What follows belongs to an exercise in optimizing a design on an open flow for small area; a production flow would make more cautious choices.
Function was checked by simulation only, so behaviour that the tests miss may differ from the original.
Power and IR drop assume default switching activity.

### design/flow/constraint.sdc
create_clock -name core_clock -period 7.0 [get_ports {w_bus_clk}]
set_input_delay 1.4000 -clock core_clock [delete_from_list [all_inputs] [get_ports {w_bus_clk}]]
set_output_delay 1.4000 -clock core_clock [all_outputs]
set_load 0.01 [all_outputs]
### design/flow/design.v
`timescale 1ns/1ps
`default_nettype none
module test_mode_select
(
    input  wire                     w_bus_clk,
    input  wire                     w_adc_rst,
    input  wire [3:0]               sw,
    output logic [1:0]    test_mode_0,
    output logic [1:0]    test_mode_1,
    output logic [1:0]    test_mode_2
);
    localparam logic [1:0] mode_live      = 2'd0;
    logic [3:0] sw_q;    
    always_ff @(posedge w_bus_clk)
    begin
        if (w_adc_rst)
        begin
            sw_q        <= 4'b1100;      
            test_mode_0 <= mode_live;
            test_mode_1 <= mode_live;
            test_mode_2 <= mode_live;
        end
        else
        begin
            sw_q <= sw;
            case (sw_q[3:2])
                2'd0:    test_mode_0 <= sw_q[1:0];
                2'd1:    test_mode_1 <= sw_q[1:0];
                2'd2:    test_mode_2 <= sw_q[1:0];
                default: ;                                   
            endcase
        end
    end
endmodule
`default_nettype wire
`timescale 1ns/1ps
`default_nettype none
module pixel_packer
(
    input  wire                         w_bus_clk,
    input  wire                         w_adc_rst,
    input  wire [11:0]      adc_data,
    input  wire                         sample_strobe,
    input  wire [1:0]   test_mode,
    output logic [127:0]             beat,
    output logic                        beat_valid
);
    localparam int SAMPLES_PER_BEAT = 8;
    localparam int LANE_WIDTH       = 16;
    localparam logic [1:0] mode_ramp      = 2'd1;
    localparam logic [1:0] mode_pattern_a = 2'd2;
    localparam logic [1:0] mode_pattern_b = 2'd3;
    localparam logic [11:0] PATTERN_A = 12'hAAA;
    localparam logic [11:0] PATTERN_B = 12'h555;
    localparam int LANE_IDX_W = $clog2(SAMPLES_PER_BEAT);
    logic [11:0]                ramp_cnt;        
    logic [11:0]                src_sample;
    logic [LANE_IDX_W-1:0]  lane_idx;
    logic                   last_lane;
    assign last_lane = (lane_idx == LANE_IDX_W'(SAMPLES_PER_BEAT - 1));
    always_comb
    begin
        case (test_mode)
            mode_ramp:      src_sample = ramp_cnt;
            mode_pattern_a: src_sample = PATTERN_A;
            mode_pattern_b: src_sample = PATTERN_B;
            default:        src_sample = adc_data;
        endcase
    end
    always_ff @(posedge w_bus_clk)
    begin
        if (w_adc_rst)
        begin
            ramp_cnt   <= '0;
            lane_idx   <= '0;
            beat_valid <= 1'b0;
        end
        else
        begin
            beat_valid <= sample_strobe && last_lane;    
            if (sample_strobe)
            begin
                ramp_cnt <= ramp_cnt + 1'b1;
                lane_idx <= last_lane ? '0 : lane_idx + 1'b1;
            end
        end
    end
    always_ff @(posedge w_bus_clk)
    begin
        if (sample_strobe)
            beat[lane_idx*LANE_WIDTH +: LANE_WIDTH] <= LANE_WIDTH'(src_sample);
    end
endmodule
`default_nettype wire
`timescale 1ns/1ps
`default_nettype none
module channel_dma_writer
#(
    parameter int FIFO_DEPTH = 4
)
(
    input  wire                         w_bus_clk,
    input  wire                         w_adc_rst,
    input  wire [127:0]        beat,
    input  wire                         beat_valid,
    input  wire                         dma_on,
    input  wire [27:0]  region_start,
    input  wire [27:0]  buf_size,
    input  wire                         dma_waitreq,
    output logic                        dma_write,
    output logic [27:0]       dma_address,
    output logic [127:0]             dma_writedata,
    output logic                        overflow,
    output logic [15:0]         done_cnt
);
    localparam int PTR_W = (FIFO_DEPTH > 1) ? $clog2(FIFO_DEPTH) : 1;
    localparam int CNT_W = $clog2(FIFO_DEPTH + 1);
    logic [127:0]              fifo_mem [FIFO_DEPTH];
    logic [PTR_W-1:0]   wr_ptr;
    logic [PTR_W-1:0]   rd_ptr;
    logic [CNT_W-1:0]   fill_cnt;
    logic [27:0]        ring_idx;        
    logic               fifo_full;
    logic               push;
    logic               pop;
    function automatic logic [PTR_W-1:0] ptr_next(input logic [PTR_W-1:0] ptr);
        if (ptr == PTR_W'(FIFO_DEPTH - 1))
            ptr_next = {PTR_W{1'b0}};
        else
            ptr_next = ptr + 1'b1;
    endfunction
    assign fifo_full = (fill_cnt == CNT_W'(FIFO_DEPTH));
    assign push      = beat_valid && dma_on && !fifo_full;
    assign pop       = dma_write && !dma_waitreq;
    assign dma_write     = (fill_cnt != '0);
    assign dma_address   = region_start + ring_idx;
    assign dma_writedata = fifo_mem[rd_ptr];
    always_ff @(posedge w_bus_clk)
    begin
        if (w_adc_rst)
        begin
            wr_ptr   <= '0;
            rd_ptr   <= '0;
            fill_cnt <= '0;
            ring_idx <= '0;
            done_cnt <= '0;
            overflow <= 1'b0;
        end
        else if (!dma_on)
        begin
            wr_ptr   <= '0;      
            rd_ptr   <= '0;
            fill_cnt <= '0;
            ring_idx <= '0;
            overflow <= 1'b0;
        end
        else
        begin
            overflow <= beat_valid && fifo_full;     
            if (push)
                wr_ptr <= ptr_next(wr_ptr);
            if (pop)
            begin
                rd_ptr <= ptr_next(rd_ptr);
                if (ring_idx >= buf_size - 1'b1)
                begin
                    ring_idx <= '0;
                    done_cnt <= done_cnt + 1'b1;
                end
                else
                    ring_idx <= ring_idx + 1'b1;
            end
            fill_cnt <= fill_cnt + CNT_W'(push) - CNT_W'(pop);
        end
    end
    always_ff @(posedge w_bus_clk)
    begin
        if (push)
            fifo_mem[wr_ptr] <= beat;
    end
endmodule
`default_nettype wire
`timescale 1ns/1ps
`default_nettype none
module dma_control
(
    input  wire                         w_bus_clk,
    input  wire                         w_adc_rst,
    input  wire [27:0]  dma_start_address,
    input  wire [27:0]  dma_buf_size,
    input  wire                         overflow_0,
    input  wire                         overflow_1,
    input  wire                         overflow_2,
    output logic [27:0]       region_start_0,
    output logic [27:0]       region_start_1,
    output logic [27:0]       region_start_2,
    output logic [27:0]       buf_size_q,
    output logic                        fifo_overflow
);
    logic [27:0] buf_size_x2;
    assign buf_size_x2 = dma_buf_size << 1;
    always_ff @(posedge w_bus_clk)
    begin
        region_start_0 <= dma_start_address;
        region_start_1 <= dma_start_address + dma_buf_size;
        region_start_2 <= dma_start_address + buf_size_x2;
        buf_size_q     <= dma_buf_size;
    end
    always_ff @(posedge w_bus_clk)
    begin
        if (w_adc_rst)
            fifo_overflow <= 1'b0;
        else if (overflow_0 || overflow_1 || overflow_2)
            fifo_overflow <= 1'b1;       
    end
endmodule
`default_nettype wire
`timescale 1ns/1ps
`default_nettype none
module sdram_write_arbiter
(
    input  wire                         w_bus_clk,
    input  wire                         w_adc_rst,
    input  wire                         dma_write_0,
    input  wire                         dma_write_1,
    input  wire                         dma_write_2,
    input  wire [27:0]  dma_address_0,
    input  wire [27:0]  dma_address_1,
    input  wire [27:0]  dma_address_2,
    input  wire [127:0]        dma_writedata_0,
    input  wire [127:0]        dma_writedata_1,
    input  wire [127:0]        dma_writedata_2,
    input  wire                         sdram_waitrequest,
    output logic                        dma_waitreq_0,
    output logic                        dma_waitreq_1,
    output logic                        dma_waitreq_2,
    output logic                        sdram_write,
    output logic [27:0]       sdram_address,
    output logic [127:0]             sdram_writedata
);
    localparam int CHANNELS         = 3;
    localparam int GRANT_W = $clog2(CHANNELS);
    logic [GRANT_W-1:0]     grant;
    logic [GRANT_W-1:0]     grant_next;
    logic [CHANNELS-1:0]    req;
    logic                   accepted;
    assign req      = {dma_write_2, dma_write_1, dma_write_0};
    assign accepted = sdram_write && !sdram_waitrequest;
    always_comb
    begin
        case (grant)
            2'd1:
            begin
                sdram_write     = dma_write_1;
                sdram_address   = dma_address_1;
                sdram_writedata = dma_writedata_1;
            end
            2'd2:
            begin
                sdram_write     = dma_write_2;
                sdram_address   = dma_address_2;
                sdram_writedata = dma_writedata_2;
            end
            default:
            begin
                sdram_write     = dma_write_0;
                sdram_address   = dma_address_0;
                sdram_writedata = dma_writedata_0;
            end
        endcase
    end
    assign dma_waitreq_0 = (grant == 2'd0) ? sdram_waitrequest : 1'b1;
    assign dma_waitreq_1 = (grant == 2'd1) ? sdram_waitrequest : 1'b1;
    assign dma_waitreq_2 = (grant == 2'd2) ? sdram_waitrequest : 1'b1;
    always_comb
    begin
        int idx;
        grant_next = grant;
        for (int i = CHANNELS; i >= 1; i--)
        begin
            idx = int'(grant) + i;
            if (idx >= CHANNELS)
                idx = idx - CHANNELS;
            if (req[idx])
                grant_next = GRANT_W'(idx);
        end
    end
    always_ff @(posedge w_bus_clk)
    begin
        if (w_adc_rst)
            grant <= '0;
        else if (accepted || !req[grant])
            grant <= grant_next;         
    end
endmodule
`default_nettype wire
`timescale 1ns/1ps
`default_nettype none
module scan_top
#(
    parameter int FIFO_DEPTH = 4
)
(
    input  wire                         w_bus_clk,
    input  wire                         w_adc_rst,
    input  wire [3:0]                   sw,
    input  wire [11:0]      adc_data_0,
    input  wire [11:0]      adc_data_1,
    input  wire [11:0]      adc_data_2,
    input  wire                         sample_strobe,
    input  wire                         dma_on,
    input  wire [27:0]  dma_start_address,
    input  wire [27:0]  dma_buf_size,
    input  wire                         sdram_waitrequest,
    output logic [127:0]             sdram_writedata,
    output logic [27:0]       sdram_address,
    output logic                        sdram_write,
    output logic                        fifo_overflow,
    output logic [15:0]         dma_done_cnt
);
    localparam int CHANNELS         = 3;
    logic [11:0]        adc_data      [CHANNELS];
    logic [1:0]     test_mode     [CHANNELS];
    logic [27:0]    region_start  [CHANNELS];
    logic [27:0]    buf_size_q;
    logic [127:0]          beat          [CHANNELS];
    logic           beat_valid    [CHANNELS];
    logic           dma_write     [CHANNELS];
    logic [27:0]    dma_address   [CHANNELS];
    logic [127:0]          dma_writedata [CHANNELS];
    logic           dma_waitreq   [CHANNELS];
    logic           overflow      [CHANNELS];
    logic [15:0]      done_cnt      [CHANNELS];
    assign adc_data[0]  = adc_data_0;
    assign adc_data[1]  = adc_data_1;
    assign adc_data[2]  = adc_data_2;
    assign dma_done_cnt = done_cnt[0];       
    test_mode_select test_mode_select_i
    (
        .w_bus_clk   ( w_bus_clk    ),
        .w_adc_rst   ( w_adc_rst    ),
        .sw          ( sw           ),
        .test_mode_0 ( test_mode[0] ),
        .test_mode_1 ( test_mode[1] ),
        .test_mode_2 ( test_mode[2] )
    );
    dma_control dma_control_i
    (
        .w_bus_clk         ( w_bus_clk         ),
        .w_adc_rst         ( w_adc_rst         ),
        .dma_start_address ( dma_start_address ),
        .dma_buf_size      ( dma_buf_size      ),
        .overflow_0        ( overflow[0]       ),
        .overflow_1        ( overflow[1]       ),
        .overflow_2        ( overflow[2]       ),
        .region_start_0    ( region_start[0]   ),
        .region_start_1    ( region_start[1]   ),
        .region_start_2    ( region_start[2]   ),
        .buf_size_q        ( buf_size_q        ),
        .fifo_overflow     ( fifo_overflow     )
    );
    for (genvar g = 0; g < CHANNELS; g++)
    begin : g_channel
        pixel_packer pixel_packer_i
        (
            .w_bus_clk     ( w_bus_clk     ),
            .w_adc_rst     ( w_adc_rst     ),
            .adc_data      ( adc_data[g]   ),
            .sample_strobe ( sample_strobe ),
            .test_mode     ( test_mode[g]  ),
            .beat          ( beat[g]       ),
            .beat_valid    ( beat_valid[g] )
        );
        channel_dma_writer #(.FIFO_DEPTH(FIFO_DEPTH)) channel_dma_writer_i
        (
            .w_bus_clk     ( w_bus_clk        ),
            .w_adc_rst     ( w_adc_rst        ),
            .beat          ( beat[g]          ),
            .beat_valid    ( beat_valid[g]    ),
            .dma_on        ( dma_on           ),
            .region_start  ( region_start[g]  ),
            .buf_size      ( buf_size_q       ),
            .dma_waitreq   ( dma_waitreq[g]   ),
            .dma_write     ( dma_write[g]     ),
            .dma_address   ( dma_address[g]   ),
            .dma_writedata ( dma_writedata[g] ),
            .overflow      ( overflow[g]      ),
            .done_cnt      ( done_cnt[g]      )
        );
    end
    sdram_write_arbiter sdram_write_arbiter_i
    (
        .w_bus_clk         ( w_bus_clk         ),
        .w_adc_rst         ( w_adc_rst         ),
        .dma_write_0       ( dma_write[0]      ),
        .dma_write_1       ( dma_write[1]      ),
        .dma_write_2       ( dma_write[2]      ),
        .dma_address_0     ( dma_address[0]    ),
        .dma_address_1     ( dma_address[1]    ),
        .dma_address_2     ( dma_address[2]    ),
        .dma_writedata_0   ( dma_writedata[0]  ),
        .dma_writedata_1   ( dma_writedata[1]  ),
        .dma_writedata_2   ( dma_writedata[2]  ),
        .sdram_waitrequest ( sdram_waitrequest ),
        .dma_waitreq_0     ( dma_waitreq[0]    ),
        .dma_waitreq_1     ( dma_waitreq[1]    ),
        .dma_waitreq_2     ( dma_waitreq[2]    ),
        .sdram_write       ( sdram_write       ),
        .sdram_address     ( sdram_address     ),
        .sdram_writedata   ( sdram_writedata   )
    );
endmodule
`default_nettype wire
### design/flow/config.mk
export PLATFORM = sky130hd
export DESIGN_NAME = scan_top
export DESIGN_NICKNAME = scan_top
export VERILOG_FILES = /design/flow/design.v
export SDC_FILE = /design/flow/constraint.sdc
export NUM_CORES = 4
export LEC_CHECK = 0
export CAP_MARGIN = 20
export CORE_MARGIN = 2
export CORE_UTILIZATION = 40
export SLEW_MARGIN = 20
### design/flow/run.sh
#!/bin/bash
# synth_recipe.tcl (not shown) runs the flow's synth.tcl, then flattens the netlist and writes it again
# the make line also repeats each setting of config.mk as NAME=value (left out here)
make -C /OpenROAD-flow-scripts/flow DESIGN_CONFIG=/design/flow/config.mk WORK_HOME=/design/flow/orfs CLKGATE_MAP_FILE= SYNTH_SCRIPT=/design/flow/synth_recipe.tcl finish
==> out/metrics.yaml <==
worst_setup_path:
  r2r_cells: 17
  critPathKind: "reg2out"
  critPathCaptureType: "output port"
  crit_fanout: 4
  arrival_ps: 5350
  critPathLaunchType: "flip-flop"
  worstPathRequired_ps: 5600
power:
  power.density_nw_per_um2: 284
  leakage_nw: 36.3
  ir_drop_mv: 0.254
logic_synthesis:
  synth_warnings: 18
  synth_top_area_cell: "edfxtp_1"
  synth-seq-area-share_pct: 68.4
  synth.cell_area_um2: 93100
  netlist_instances: 5780
  synth_cell_types: 83
  postSynth.asyncResetShare_pct: 0
  synth_area_leaders: "edfxtp_1 62%, mux4_2 9.3%, dfxtp_1 6.5%"
  synth_nets: 6148
  synth_top_flop_cell: "edfxtp_1"
  synth_top_area_share_pct: 61.9
  ys_ff_latch: 2222
  synth_edf_count: 1920
  synth_area_per_cell_um2: 16.1
routing:
  first_pass_iters: 5
  routedWlPerCell_um: 30.2
  routed_wl_um: 285000
  antenna_left: 0
  route.vias.total: 56000
  vias_per_cell: 5.94
  drtIter0Drc: 5972
  route.detailed.drc: 0
placement:
  globalplace.congestion: 0.892
  dpl.hpwl_um: 176000
  pre_cts_slack_ps: 1220
  io_buffers: 274
  post-place-cells: 9006
timing:
  min_period_ps: 6750
  relSlewSlack_pct: 19.3
  max_freq_ghz: 0.148
  finalSetupViolCount: 0
  rsz0062_at_grt: "no"
  finalHoldViolCount: 0
  worst_slew_pin_slew_ps: 1210
  finalSetupTns_ps: 0
  finClkSkew_ps: 90.0
  maxSlewViolCount: 0
  setup_ws_ps: 252
  fin_crit_sh_pct: 96.4
grt:
  grt_pass1_vias: 55200
  grt_pass1_wl_um: 403000
  grt_max_degree: 103
  antenna_found_initial: 15
  track_usage_pct: 23.7
  overflow: 0
clock_tree:
  cts_tree: "built"
  cts-htree-levels: 4
  cts_buffers: 227
  post-cts-setup-buffers: 0
  root_buffer: "clkbuf_16"
  clock-sinks: 2222
  hold_buffers: 0
  insertion_delay_ps: 900
  cts_buffer_depth: 3
  cts_resized: 0
  path_clk_slew_ps: 60
die:
  io_pins: 275
  die_h_um: 486
  start_util_pct: 40.1
  design.die.area_um2: 237000
  core_area_um2: 232000
  row_count: 177
  die_w_um: 486
cells_and_area:
  drive_above_1_share_pct: 15.6
  fin_nets: 6560
  area_delta_synth_final_pct: 16.3
  layout.cells.non_filler: 9438
status:
  status: "no timing/DRC/antenna violations"
worst_hold_path:
  hold-path-cell-count: 2
  hold_path_class: "reg2reg"
job:
  maxCapViolCount: 0
critical path: stages (launching register included):
cell	delay [ps]
dfxtp_1	330
ha_1	220
fa_1	440
a211o_1	320
a211oi_1	440
nor3_1	150
o21a_1	220
or4_1	620
a211oi_1	370
a21oi_1	130
xor2_1	180
a221oi_1	120
a22oi_1	320
clkdlybuf4s50_1	600
layout by cell type, fill, tap and decap left out, drive strengths merged, types with 25 or more instances in the layout:
cell type,count
clkdlybuf4s50,272
and3,59
nand4,52
clkbuf,291
nand2b,29
clkinv,96
inv,90
a22o,291
bufinv,28
dfxtp,302
ha,259
edfxtp,1920
a21oi,198
nor2b,38
nand3,69
nor2,587
mux4,384
mux2i,25
a21o,59
a221oi,151
nor3,78
xnor2,137
xor2,131
buf,160
o21ai,97
nand2,193
and2,123
stage by stage:
stage / power [mW] / hold WS (ps) / area [µm²] / util, %
after floorplan: 16.6 / 405 / 93100 / -
after global placement: 18.5 / 420 / 101000 / 43.3
after detailed placement: 18.5 / 427 / 101000 / 43.3
after CTS: 30.9 / 435 / 108000 / 46.6
after global routing: 31.6 / 471 / 108000 / 46.6
final: 30.7 / 436 / 108000 / 46.7
final timing paths:
path	startpoint	end	slack, ps
worst min register to register	g_channel[1].pixel_packer_i.beat_valid	g_channel[1].channel_dma_writer_i.overflow	440
worst max register to register	dma_control_i.buf_size_q[0]	g_channel[0].channel_dma_writer_i.done_cnt[10]	1690
worst min-delay path	g_channel[1].pixel_packer_i.beat_valid	g_channel[1].channel_dma_writer_i.overflow	440
worst max-delay path	g_channel[1].channel_dma_writer_i.ring_idx[0]	sdram_address[26]	250
cell families (layout without fill, tap and decap cells):
logic type / count (synthesis) / in the layout / share of synthesized area [%]
DFF: 2222 / 2222 / 68.4
and+or+nand+nor: 1313 / 1313 / 6.73
AOI/OAI and AO/OA: 965 / 965 / 7.71
muxes: 412 / 412 / 9.59
buffers and inverters: 333 / 945 / 1.36
xor gates and xnor gates: 268 / 268 / 2.53
adders and majority gates: 267 / 267 / 3.65
other: 0 / 3 / 0
state kept, by name, summed over array words and instances (netlist names), named ones only:
name,flops
g_channel.pixel_packer_i.beat,384
dma_control_i.region_start_1,28
g_channel.channel_dma_writer_i.fifo_mem,1536
test_mode_select_i.test_mode_0,2
dma_control_i.region_start_0,27
g_channel.channel_dma_writer_i.ring_idx,84
sdram_write_arbiter_i.grant,2
g_channel.channel_dma_writer_i.wr_ptr,6
g_channel.channel_dma_writer_i.fill_cnt,9
test_mode_select_i.test_mode_2,2
dma_control_i.buf_size_q,28
test_mode_select_i.sw_q,4
dma_control_i.fifo_overflow,1
g_channel.pixel_packer_i.beat_valid,3
dma_control_i.region_start_2,28
g_channel.channel_dma_writer_i.done_cnt,16
g_channel.pixel_packer_i.lane_idx,9
test_mode_select_i.test_mode_1,2
g_channel.channel_dma_writer_i.overflow,3
g_channel.channel_dma_writer_i.rd_ptr,6
g_channel.pixel_packer_i.ramp_cnt,36
layer usage:
metal	vias up	part of all wire, %	track usage, %
met5	-	0.0095	0
met4	4	3.9	8.56
met3	438	8.5	4.41
met2	2517	48	38.5
met1	29300	40	32.1
li1	23700	-	-
synthesized netlist by cell type (9+ instances only):
master / n
or3_1: 20
nand2b_1: 29
xnor2_1: 136
o21a_1: 21
o31ai_1: 12
o21bai_1: 20
ha_1: 259
nand2_1: 193
buf_1: 38
a22o_1: 291
nor2b_1: 38
mux2i_1: 25
a221oi_1: 151
a211oi_1: 20
dfxtp_1: 302
nor2_2: 21
edfxtp_1: 1920
mux4_2: 384
or4_1: 9
o21ai_0: 97
and3_1: 59
nor2_1: 566
nand3_1: 69
and2_1: 123
and4_1: 10
nor4_1: 20
nor3_1: 74
a21o_1: 59
clkbuf_1: 209
inv_1: 82
xor2_1: 131
a21oi_1: 198
a31oi_1: 11
nand4_1: 50
report_power, final:
part	internal (mW)	switching, mW
Clock	7.15	5.30
Combinational	1.11	2.15
Sequential	14.7	0.263
Total	23.0	7.72
area by class of cell:
cell class	count	area [µm²]
timing repair buffer	432	4280
antenna	3	7.51
sequential	2222	63700
clock inverter	138	1640
tap	3043	3810
clock buffer	291	6030
fill	19800	124000
inverter	84	320
multi-input combinational	3225	28500

afterwards: timing with drivers on the ports:
The flow's constraints put no driver on any port. The routed layout listed below was extracted and timed again, unchanged, in two steps.
Step 1, drivers: a clkbuf_16 drives w_bus_clk and a buf_2 each remaining input, both assumed.
Step 2 adds t to the input delays and takes it off the output delays; t is the mean of the earliest and latest rising clock arrival at the registers after step 1. Input paths then give back, and output paths get back, about the clock's delay inside the block.
Three values: no drivers, after step 1, after step 2; two values: the first two.
shift t [ns]: 0.950
setup slack, ns: 0.252 / 0.157 / 1.107
cell pins on the clock port's net: 1
After both steps setup and hold are still met in this run. For this run, drivers alone change the setup slack by -0.095 ns; drivers and shift together by +0.855 ns.
